Context: an optimization exercise on an open-source flow, tuned for small area. The choices shown serve that exercise and are no tape-out recipe.
Function was checked by simulation only, so behaviour that the tests miss may differ from the original.
Power figures rest on the tool's default switching activity, not on a simulated workload.

<file path="flow/run.sh">
#!/bin/bash
# synth_recipe.tcl (not shown) runs the flow's synth.tcl, then flattens the netlist and writes it again
# the make line also repeats each setting of config.mk as NAME=value (left out here)
make -C /OpenROAD-flow-scripts/flow DESIGN_CONFIG=/design/flow/config.mk WORK_HOME=/design/flow/orfs CLKGATE_MAP_FILE= SYNTH_SCRIPT=/design/flow/synth_recipe.tcl finish
</file>
<file path="flow/config.mk">
export PLATFORM = sky130hd
export DESIGN_NAME = core_top
export DESIGN_NICKNAME = core_top
export VERILOG_FILES = /design/flow/design.v
export SDC_FILE = /design/flow/constraint.sdc
export NUM_CORES = 4
export LEC_CHECK = 0
export CAP_MARGIN = 20
export CORE_MARGIN = 2
export CORE_UTILIZATION = 40
export SLEW_MARGIN = 20
</file>
<file path="flow/constraint.sdc">
create_clock -name core_clock -period 5.5 [get_ports {clk}]
set_input_delay 1.1000 -clock core_clock [delete_from_list [all_inputs] [get_ports {clk}]]
set_output_delay 1.1000 -clock core_clock [all_outputs]
set_load 0.01 [all_outputs]
</file>
<file path="flow/design.v">
package core_pkg;
    localparam int XLEN       = 32;
    localparam int NUM_REGS   = 16;
    localparam int REG_AW     = 4;
    localparam int DMEM_WORDS = 16;
    localparam int DMEM_AW    = 4;
    localparam int COND_MSB     = 31;
    localparam int COND_LSB     = 28;
    localparam int TYPE_MSB     = 27;
    localparam int TYPE_LSB     = 26;
    localparam int IMM_FLAG_BIT = 25;
    localparam int OPC_MSB      = 24;
    localparam int OPC_LSB      = 21;
    localparam int LOAD_BIT     = 20;
    localparam int RN_LSB       = 16;
    localparam int RD_LSB       = 12;
    localparam int RM_LSB       = 0;
    localparam int IMM8_WIDTH   = 8;
    localparam int OFFSET_WIDTH = 24;    
    localparam logic [1:0] TYPE_DATA       = 2'b00;
    localparam logic [1:0] TYPE_LOAD_STORE = 2'b01;
    localparam logic [1:0] TYPE_BRANCH     = 2'b10;
    localparam logic [3:0] OPC_AND  = 4'b0000;
    localparam logic [3:0] OPC_ANDS = 4'b0001;
    localparam logic [3:0] OPC_SUB  = 4'b0010;
    localparam logic [3:0] OPC_SUBS = 4'b0011;
    localparam logic [3:0] OPC_ADD  = 4'b0100;
    localparam logic [3:0] OPC_LSL  = 4'b1101;
    localparam logic [1:0] STATUS_UPDATE = 2'b11;    
    localparam logic [3:0] COND_NE = 4'b0001;
    localparam logic [3:0] COND_LE = 4'b1101;    
    localparam logic [3:0] COND_AL = 4'b1110;
    typedef enum logic [1:0] {
        ALU_AND = 2'b00,
        ALU_ADD = 2'b01,
        ALU_SUB = 2'b10,
        ALU_LSL = 2'b11
    } alu_op_t;
endpackage
`timescale 1ns/1ps
import core_pkg::*;
module control_unit (
    input  logic [XLEN-1:0] instruction,
    output logic            reg_write_enable,
    output logic            mem_write_enable,
    output logic            mem_to_reg_select,
    output logic            alu_source_select,    
    output logic [1:0]      status_bits,
    output core_pkg::alu_op_t         alu_operation,
    output logic            pc_source_select      
);
    logic [1:0] op_type;
    logic [3:0] opcode;
    logic       imm_flag;
    logic       load_bit;
    assign op_type  = instruction[TYPE_MSB:TYPE_LSB];
    assign opcode   = instruction[OPC_MSB:OPC_LSB];
    assign imm_flag = instruction[IMM_FLAG_BIT];
    assign load_bit = instruction[LOAD_BIT];
    always_comb begin
        reg_write_enable  = 1'b0;
        mem_write_enable  = 1'b0;
        mem_to_reg_select = 1'b0;
        alu_source_select = 1'b0;
        status_bits       = 2'b00;
        alu_operation     = ALU_ADD;
        pc_source_select  = 1'b0;
        case (op_type)
            TYPE_DATA: begin
                reg_write_enable  = 1'b1;
                alu_source_select = imm_flag;
                case (opcode)
                    OPC_AND:  alu_operation = ALU_AND;
                    OPC_ANDS: begin
                        alu_operation = ALU_AND;
                        status_bits   = STATUS_UPDATE;
                    end
                    OPC_SUB:  alu_operation = ALU_SUB;
                    OPC_SUBS: begin
                        alu_operation = ALU_SUB;
                        status_bits   = STATUS_UPDATE;
                    end
                    OPC_ADD:  alu_operation = ALU_ADD;
                    OPC_LSL:  alu_operation = ALU_LSL;
                    default:  alu_operation = ALU_ADD;    
                endcase
            end
            TYPE_LOAD_STORE: begin
                alu_source_select = 1'b1;    
                alu_operation     = ALU_ADD;
                if (load_bit) begin
                    reg_write_enable  = 1'b1;    
                    mem_to_reg_select = 1'b1;
                end else begin
                    mem_write_enable = 1'b1;     
                end
            end
            TYPE_BRANCH: pc_source_select = 1'b1;
            default: ;    
        endcase
        if (instruction == '0) begin
            reg_write_enable  = 1'b0;
            mem_write_enable  = 1'b0;
            mem_to_reg_select = 1'b0;
            alu_source_select = 1'b0;
            status_bits       = 2'b00;
            alu_operation     = ALU_ADD;
            pc_source_select  = 1'b0;
        end
    end
endmodule
`timescale 1ns/1ps
import core_pkg::*;
module reg_file (
    input  logic              clk,
    input  logic              rst_n,
    input  logic [REG_AW-1:0] rd_addr_a,
    input  logic [REG_AW-1:0] rd_addr_b,
    input  logic              wr_enable,
    input  logic [REG_AW-1:0] wr_addr,
    input  logic [XLEN-1:0]   wr_data,
    output logic [XLEN-1:0]   rd_data_a,
    output logic [XLEN-1:0]   rd_data_b
);
    logic [XLEN-1:0] regs [NUM_REGS];
    always_ff @(posedge clk) begin
        if (!rst_n) begin
            for (int i = 0; i < NUM_REGS; i++) begin
                regs[i] <= '0;
            end
        end else if (wr_enable) begin
            regs[wr_addr] <= wr_data;
        end
    end
    assign rd_data_a = (wr_enable && wr_addr == rd_addr_a) ? wr_data : regs[rd_addr_a];
    assign rd_data_b = (wr_enable && wr_addr == rd_addr_b) ? wr_data : regs[rd_addr_b];
endmodule
`timescale 1ns/1ps
import core_pkg::*;
module decode_stage (
    input  logic                     clk,
    input  logic                     rst_n,
    input  logic                     instr_valid,
    input  logic [XLEN-1:0]          instruction,
    input  logic [XLEN-1:0]          rd_data_a,
    input  logic [XLEN-1:0]          rd_data_b,
    output logic [REG_AW-1:0]        rd_addr_a,
    output logic [REG_AW-1:0]        rd_addr_b,
    output logic                     d_valid,
    output logic                     d_reg_write,
    output logic                     d_mem_write,
    output logic                     d_mem_to_reg,
    output logic [1:0]               d_status,
    output core_pkg::alu_op_t                  d_alu_op,
    output logic                     d_branch,
    output logic [XLEN-1:0]          d_op_a,
    output logic [XLEN-1:0]          d_op_b,
    output logic [XLEN-1:0]          d_store_data,
    output logic [REG_AW-1:0]        d_rd,
    output logic [COND_MSB-COND_LSB:0] d_cond,
    output logic [OFFSET_WIDTH-1:0]  d_offset
);
    logic              reg_write_enable;
    logic              mem_write_enable;
    logic              mem_to_reg_select;
    logic              alu_source_select;
    logic [1:0]        status_bits;
    core_pkg::alu_op_t           alu_operation;
    logic              pc_source_select;
    logic [REG_AW-1:0] rd_field;
    logic [XLEN-1:0]   imm_ext;
    control_unit control_unit_i (
        .instruction       (instruction),
        .reg_write_enable  (reg_write_enable),
        .mem_write_enable  (mem_write_enable),
        .mem_to_reg_select (mem_to_reg_select),
        .alu_source_select (alu_source_select),
        .status_bits       (status_bits),
        .alu_operation     (alu_operation),
        .pc_source_select  (pc_source_select)
    );
    assign rd_field  = instruction[RD_LSB +: REG_AW];
    assign rd_addr_a = instruction[RN_LSB +: REG_AW];
    assign rd_addr_b = mem_write_enable ? rd_field : instruction[RM_LSB +: REG_AW];    
    assign imm_ext   = {{(XLEN-IMM8_WIDTH){1'b0}}, instruction[IMM8_WIDTH-1:0]};
    always_ff @(posedge clk) begin
        if (!rst_n) begin
            d_valid      <= 1'b0;
            d_reg_write  <= 1'b0;
            d_mem_write  <= 1'b0;
            d_mem_to_reg <= 1'b0;
            d_status     <= 2'b00;
            d_alu_op     <= ALU_ADD;
            d_branch     <= 1'b0;
        end else begin
            d_valid      <= instr_valid && (instruction != '0);    
            d_reg_write  <= reg_write_enable;
            d_mem_write  <= mem_write_enable;
            d_mem_to_reg <= mem_to_reg_select;
            d_status     <= status_bits;
            d_alu_op     <= alu_operation;
            d_branch     <= pc_source_select;
        end
    end
    always_ff @(posedge clk) begin
        d_op_a       <= rd_data_a;
        d_op_b       <= alu_source_select ? imm_ext : rd_data_b;
        d_store_data <= rd_data_b;
        d_rd         <= rd_field;
        d_cond       <= instruction[COND_MSB:COND_LSB];
        d_offset     <= instruction[OFFSET_WIDTH-1:0];
    end
endmodule
`timescale 1ns/1ps
import core_pkg::*;
module execute_stage (
    input  logic                       clk,
    input  logic                       rst_n,
    input  logic                       d_valid,
    input  logic                       d_reg_write,
    input  logic                       d_mem_write,
    input  logic                       d_mem_to_reg,
    input  logic [1:0]                 d_status,
    input  core_pkg::alu_op_t                    d_alu_op,
    input  logic                       d_branch,
    input  logic [XLEN-1:0]            d_op_a,
    input  logic [XLEN-1:0]            d_op_b,
    input  logic [XLEN-1:0]            d_store_data,
    input  logic [REG_AW-1:0]          d_rd,
    input  logic [COND_MSB-COND_LSB:0] d_cond,
    input  logic [OFFSET_WIDTH-1:0]    d_offset,
    output logic                       e_valid,
    output logic [XLEN-1:0]            e_result,
    output logic [XLEN-1:0]            e_store_data,
    output logic [REG_AW-1:0]          e_rd,
    output logic                       e_reg_write,
    output logic                       e_mem_write,
    output logic                       e_mem_to_reg,
    output logic                       branch_taken,
    output logic [OFFSET_WIDTH-1:0]    branch_offset,
    output logic                       flag_n,
    output logic                       flag_z
);
    logic [XLEN-1:0] alu_result;
    logic            cond_pass;
    always_comb begin
        case (d_alu_op)
            ALU_AND: alu_result = d_op_a & d_op_b;
            ALU_SUB: alu_result = d_op_a - d_op_b;
            ALU_LSL: alu_result = d_op_a << d_op_b[$clog2(XLEN)-1:0];    
            default: alu_result = d_op_a + d_op_b;
        endcase
    end
    always_comb begin
        case (d_cond)
            COND_NE: cond_pass = !flag_z;
            COND_LE: cond_pass = flag_z || flag_n;
            COND_AL: cond_pass = 1'b1;
            default: cond_pass = 1'b0;
        endcase
    end
    always_ff @(posedge clk) begin
        if (!rst_n) begin
            e_valid      <= 1'b0;
            e_reg_write  <= 1'b0;
            e_mem_write  <= 1'b0;
            e_mem_to_reg <= 1'b0;
            branch_taken <= 1'b0;
            flag_n       <= 1'b0;
            flag_z       <= 1'b0;
        end else begin
            e_valid      <= d_valid;
            e_reg_write  <= d_valid && d_reg_write;
            e_mem_write  <= d_valid && d_mem_write;
            e_mem_to_reg <= d_mem_to_reg;
            branch_taken <= d_valid && d_branch && cond_pass;    
            if (d_valid && d_status == STATUS_UPDATE) begin
                flag_n <= alu_result[XLEN-1];
                flag_z <= (alu_result == '0);
            end
        end
    end
    always_ff @(posedge clk) begin
        e_result      <= alu_result;
        e_store_data  <= d_store_data;
        e_rd          <= d_rd;
        branch_offset <= d_offset;
    end
endmodule
`timescale 1ns/1ps
import core_pkg::*;
module memory_stage (
    input  logic              clk,
    input  logic              rst_n,
    input  logic              e_valid,
    input  logic [XLEN-1:0]   e_result,
    input  logic [XLEN-1:0]   e_store_data,
    input  logic [REG_AW-1:0] e_rd,
    input  logic              e_reg_write,
    input  logic              e_mem_write,
    input  logic              e_mem_to_reg,
    output logic              wb_valid,
    output logic [REG_AW-1:0] wb_reg,
    output logic [XLEN-1:0]   wb_data
);
    logic [XLEN-1:0]    dmem [DMEM_WORDS];
    logic [DMEM_AW-1:0] word_idx;
    logic [1:0]         byte_sel;
    logic [XLEN-1:0]    rd_word;
    logic [7:0]         load_byte;
    logic               st_valid;    
    logic [DMEM_AW-1:0] st_idx;
    logic [XLEN-1:0]    st_data;
    assign word_idx  = e_result[DMEM_AW+1:2];
    assign byte_sel  = e_result[1:0];
    assign rd_word   = dmem[word_idx];
    assign load_byte = rd_word[{byte_sel, 3'b000} +: 8];    
    always_ff @(posedge clk) begin
        if (!rst_n) begin
            wb_valid <= 1'b0;
            st_valid <= 1'b0;
            for (int i = 0; i < DMEM_WORDS; i++) begin
                dmem[i] <= '0;
            end
        end else begin
            wb_valid <= e_valid && e_reg_write;
            st_valid <= e_valid && e_mem_write;
            if (st_valid) begin
                dmem[st_idx] <= st_data;    
            end
        end
    end
    always_ff @(posedge clk) begin
        wb_reg  <= e_rd;
        wb_data <= e_mem_to_reg ? {{(XLEN-8){1'b0}}, load_byte} : e_result;
        st_idx  <= word_idx;
        st_data <= e_store_data;
    end
endmodule
`timescale 1ns/1ps
import core_pkg::*;
module core_top (
    input  logic                    clk,
    input  logic                    rst_n,
    input  logic                    instr_valid,
    input  logic [XLEN-1:0]         instruction,
    output logic                    wb_valid,
    output logic [REG_AW-1:0]       wb_reg,
    output logic [XLEN-1:0]         wb_data,
    output logic                    branch_taken,
    output logic [OFFSET_WIDTH-1:0] branch_offset,
    output logic                    flag_n,
    output logic                    flag_z
);
    logic [REG_AW-1:0]          rd_addr_a;
    logic [REG_AW-1:0]          rd_addr_b;
    logic [XLEN-1:0]            rd_data_a;
    logic [XLEN-1:0]            rd_data_b;
    logic                       d_valid;
    logic                       d_reg_write;
    logic                       d_mem_write;
    logic                       d_mem_to_reg;
    logic [1:0]                 d_status;
    core_pkg::alu_op_t                    d_alu_op;
    logic                       d_branch;
    logic [XLEN-1:0]            d_op_a;
    logic [XLEN-1:0]            d_op_b;
    logic [XLEN-1:0]            d_store_data;
    logic [REG_AW-1:0]          d_rd;
    logic [COND_MSB-COND_LSB:0] d_cond;
    logic [OFFSET_WIDTH-1:0]    d_offset;
    logic                       e_valid;
    logic [XLEN-1:0]            e_result;
    logic [XLEN-1:0]            e_store_data;
    logic [REG_AW-1:0]          e_rd;
    logic                       e_reg_write;
    logic                       e_mem_write;
    logic                       e_mem_to_reg;
    decode_stage decode_stage_i (
        .clk          (clk),
        .rst_n        (rst_n),
        .instr_valid  (instr_valid),
        .instruction  (instruction),
        .rd_data_a    (rd_data_a),
        .rd_data_b    (rd_data_b),
        .rd_addr_a    (rd_addr_a),
        .rd_addr_b    (rd_addr_b),
        .d_valid      (d_valid),
        .d_reg_write  (d_reg_write),
        .d_mem_write  (d_mem_write),
        .d_mem_to_reg (d_mem_to_reg),
        .d_status     (d_status),
        .d_alu_op     (d_alu_op),
        .d_branch     (d_branch),
        .d_op_a       (d_op_a),
        .d_op_b       (d_op_b),
        .d_store_data (d_store_data),
        .d_rd         (d_rd),
        .d_cond       (d_cond),
        .d_offset     (d_offset)
    );
    execute_stage execute_stage_i (
        .clk           (clk),
        .rst_n         (rst_n),
        .d_valid       (d_valid),
        .d_reg_write   (d_reg_write),
        .d_mem_write   (d_mem_write),
        .d_mem_to_reg  (d_mem_to_reg),
        .d_status      (d_status),
        .d_alu_op      (d_alu_op),
        .d_branch      (d_branch),
        .d_op_a        (d_op_a),
        .d_op_b        (d_op_b),
        .d_store_data  (d_store_data),
        .d_rd          (d_rd),
        .d_cond        (d_cond),
        .d_offset      (d_offset),
        .e_valid       (e_valid),
        .e_result      (e_result),
        .e_store_data  (e_store_data),
        .e_rd          (e_rd),
        .e_reg_write   (e_reg_write),
        .e_mem_write   (e_mem_write),
        .e_mem_to_reg  (e_mem_to_reg),
        .branch_taken  (branch_taken),
        .branch_offset (branch_offset),
        .flag_n        (flag_n),
        .flag_z        (flag_z)
    );
    memory_stage memory_stage_i (
        .clk          (clk),
        .rst_n        (rst_n),
        .e_valid      (e_valid),
        .e_result     (e_result),
        .e_store_data (e_store_data),
        .e_rd         (e_rd),
        .e_reg_write  (e_reg_write),
        .e_mem_write  (e_mem_write),
        .e_mem_to_reg (e_mem_to_reg),
        .wb_valid     (wb_valid),
        .wb_reg       (wb_reg),
        .wb_data      (wb_data)
    );
    reg_file reg_file_i (
        .clk       (clk),
        .rst_n     (rst_n),
        .rd_addr_a (rd_addr_a),
        .rd_addr_b (rd_addr_b),
        .wr_enable (wb_valid),
        .wr_addr   (wb_reg),
        .wr_data   (wb_data),
        .rd_data_a (rd_data_a),
        .rd_data_b (rd_data_b)
    );
endmodule
</file>
==> results.toml <==
[global_route]
track_usage = 0.243
grt_start_max_net_pins = 71
antenna_found_initial = 11
overflow = 0
grt_first_pass_wirelength_um = 277000
first_global_vias = 38149

[critical_path]
worstSetupStartpointType = "flop"
critPathBufInv = 1
worst_ep_required_time_ns = 6.18
path_max_fanout = 5
cp_common_cell = "nor3_1"
r2r_slack_ns = 0.26
cpPeakStageDelay_ns = 0.58
cp-end-kind = "flop"
crit_slowest_cell = "or4_4"
crit_path_cell_trace = "or4_4, nor4_4, nand2_1, nor3_2, nand2b_1, nor3_1, buf_4, a21oi_1, xnor2_1, ha_2, nand4_1, or3_1, a211oi_2, nor3_1, or3_4, a31o_1, o31a_1, or4_1, o31ai_2"
worstPathArrival_ns = 5.92
critPathTopFamily = "simple AND/OR/NAND/NOR gates"
path_class = "reg -> reg"

[synthesis]
synth_edf_count = 1024
synth_warnings = 5
yosysSeqAreaShare = 0.592
syn-num-nets = 4279
syn-cell-area_um2 = 62100
ys_ff_latch = 1325
synthFlopType = "edfxtp_1"
avgSynthCellArea_um2 = 14.8
synth.distinct_cells = 77
synthArstFlopShare = 0
synth_cells = 4206

[cts]
postCtsHoldBufs = 0
insertion_delay_ns = 0.77
clockBufferDepth = 3
cts-root-buf = "clkbuf_16"
cts_tree = "yes"
cts.clk_slew.worst_paths_ns = 0.06
cts_made_buffers = 142
htree_levels = 4
cts.sinks = 1325

[placement]
dp_cells = 6165
pre_cts_ws_ns = 0.282
portBuffers = 98
gp_congestion = 0.927
place_area_um2 = 66400
dpl.hpwl_um = 118000

[power_and_ir_drop]
p_leak_nw = 25.6
powerDensity_nw_per_um2 = 383
ir_worst_vdd_mv = 0.269

[timing]
period_share = 0.954
skew_ns = 0.0345
period_minus_slack_ns = 5.24
slew_headroom = 0.178
rsz0062_at_grt = "no"
slew_viol_final = 0
setup_slack_ns = 0.255
fin_setup_tns_ns = 0
hold_violations = 0
fmax_mhz = 191
tightest_slew_ns = 1.23
setup_viol = 0

[detailed_routing]
wl_per_cell_um = 29.8
first_pass_iters = 5
antenna_left = 0
route.detailed.drc = 0
drt_wl_total_um = 191000
viasPerCell = 5.81
vias = 37344
initialDrtViolationCount = 4059

[cells_and_area]
largest_registers = "memory_stage_i.dmem (512), reg_file_i.regs (512)"
drive_gt1_frac = 0.236
fillers = 13443
fin_util = 0.460
instances_no_fill = 6431
post-route-cell-area_um2 = 71000
fin_nets = 4340
syn_to_final_growth_pct = 14.3

[run_status]
status = "complete, no violations"

[floorplan]
io_pins = 99
die-area_um2 = 158000
dieWidth_um = 398
rows = 144
die_h_um = 398
initial_utilization = 0.403
fp.coreArea_um2 = 154000

[hold_path]
hold_path.class = "reg -> reg"

[run]
maxCapViolCount = 0
-- logic make-up after synthesis --
group,after synthesis,share of synthesized area
DFF,1325,0.592
adders and majority gates,38,0.00777
buffers and inverters,368,0.0237
AOI/OAI and AO/OA,335,0.0350
muxes,590,0.192
xor gates and xnor gates,63,0.00888
and+or+nand+nor,1487,0.141
-- power by group --
part	leakage, nW	switching [W]	internal [W]	total (W)
Clock	2.24	0.00398	0.00545	0.00943
Sequential	13.1	0.000991	0.0114	0.0124
Combinational	10.2	0.00283	0.00255	0.00538
Total	25.6	0.00780	0.0194	0.0272
-- final timing paths --
check                           cells past startpoint                              from                                         to
worst max register to register                     19  decode_stage_i.d_op_b[6]$_DFF_P_        execute_stage_i.flag_z$_SDFFE_PN0P_
worst min-delay path                                0    decode_stage_i.d_rd[2]$_DFF_P_  execute_stage_i.branch_offset[14]$_DFF_P_
worst min register to register                      0    decode_stage_i.d_rd[2]$_DFF_P_  execute_stage_i.branch_offset[14]$_DFF_P_
worst max-delay path                               19  decode_stage_i.d_op_b[6]$_DFF_P_        execute_stage_i.flag_z$_SDFFE_PN0P_
-- synthesized netlist by cell type, types with 13 or more instances --
cell type / n / area share
dfxtp_1: 301 / 0.097
buf_2: 27 / 0.0022
nor3_1: 25 / 0.0020
clkbuf_1: 257 / 0.016
mux2i_1: 29 / 0.0047
a211oi_1: 49 / 0.0059
mux4_2: 473 / 0.17
nand3_1: 17 / 0.0014
and2_1: 1089 / 0.11
nor4_1: 14 / 0.0014
ha_1: 37 / 0.0075
xnor2_1: 55 / 0.0078
buf_1: 49 / 0.0030
nor2b_1: 38 / 0.0038
nor2_1: 81 / 0.0049
a21oi_1: 77 / 0.0062
a31oi_1: 62 / 0.0062
inv_1: 25 / 0.0015
nand2_1: 152 / 0.0092
o21ai_0: 58 / 0.0047
nand2b_1: 21 / 0.0021
a21o_1: 13 / 0.0016
edfxtp_1: 1024 / 0.49
mux2_2: 87 / 0.016
-- placed cells by master, fill, tap and decap left out, types with 77 or more instances in the layout --
master and count:
edfxtp_1 1024, clkdlybuf4s50_1 93, clkbuf_16 149, mux4_2 473, dfxtp_1 294, mux2_2 87
buf_4 135, a21oi_1 77, nand2_1 152, and2_1 1089
-- layout make-up --
cell class / instances / area (um^2) / share of cell area
Sequential cell: 1325 / 36800 / 0.518
Multi-Input combinational cell: 2513 / 24400 / 0.344
Clock buffer: 217 / 4230 / 0.0596
Tap cell: 2044 / 2560 / 0.0360
Timing Repair Buffer: 259 / 2550 / 0.0359
Clock inverter: 43 / 344 / 0.00485
Inverter: 26 / 97.6 / 0.00137
Antenna cell: 4 / 10.0 / 0.000141
-- worst reg2reg max path, cell delays in order (launching register included) --
cell and delay [ns]:
dfxtp_1 0.34, or4_4 0.58, nor4_4 0.30, nand2_1 0.11
nor3_2 0.16, nand2b_1 0.17, nor3_1 0.17, buf_4 0.17
a21oi_1 0.08, xnor2_1 0.14, ha_2 0.38, nand4_1 0.15
or3_1 0.39, a211oi_2 0.31, nor3_1 0.14, or3_4 0.42
a31o_1 0.23, o31a_1 0.26, or4_1 0.50, o31ai_2 0.18
-- through the flow --
| step | total power [W] | hold WS, ns |
|---|---|---|
| 3_3_place_gp | 0.0180 | 0.310 |
| 5_1_grt | 0.0281 | 0.316 |
| 3_5_place_dp | 0.0180 | 0.312 |
| 6_report | 0.0272 | 0.319 |
| 4_1_cts | 0.0274 | 0.315 |
| 2_1_floorplan | 0.0157 | 0.310 |
-- timing repair --
action / 4_1_cts / 5_1_grt
setup endpoints to repair: 0 / 1
setup buffers: 0 / 2
resized for setup: 0 / 6
endpoints found under the hold margin: 0 / 0
-- layer usage --
metal / routed length, um / share of wire / up-vias / track usage
met1: 77600 / 0.41 / 19371 / 0.323
met4: 7690 / 0.040 / 6 / 0.0918
met5: 33 / 0.00017 / - / 0
met2: 91300 / 0.48 / 1704 / 0.392
li1: - / - / 15882 / -
met3: 14800 / 0.078 / 381 / 0.0506

==> what the ideal ports hide <==
The flow's constraints put no driver on any port. The routed layout listed below was extracted and timed again, unchanged, in two steps. Step 1 sets driving cells, clkbuf_16 on the clock port and buf_2 on the other inputs (assumed; they add their load-dependent delay and slew). Step 2, shift: input delay + t, output delay - t, t = (earliest + latest rising clock arrival at the registers) / 2. This alone moves slack from input paths to output paths. a / b / c = no drivers / after step 1 / after step 2; a / b = the first two.
t, ns: 0.841
slack for setup (ns): 0.255 / 0.255 / 0.255
worst hold slack (ns): 0.319 / 0.319 / 0.319
latest minus earliest clock arrival (ns): 0.037 / 0.037
pins driven straight from the clock port: 1
After both steps setup and hold are still met in this run. For this run, drivers alone change the setup slack by 0.000 ns; drivers and shift together by 0.000 ns.
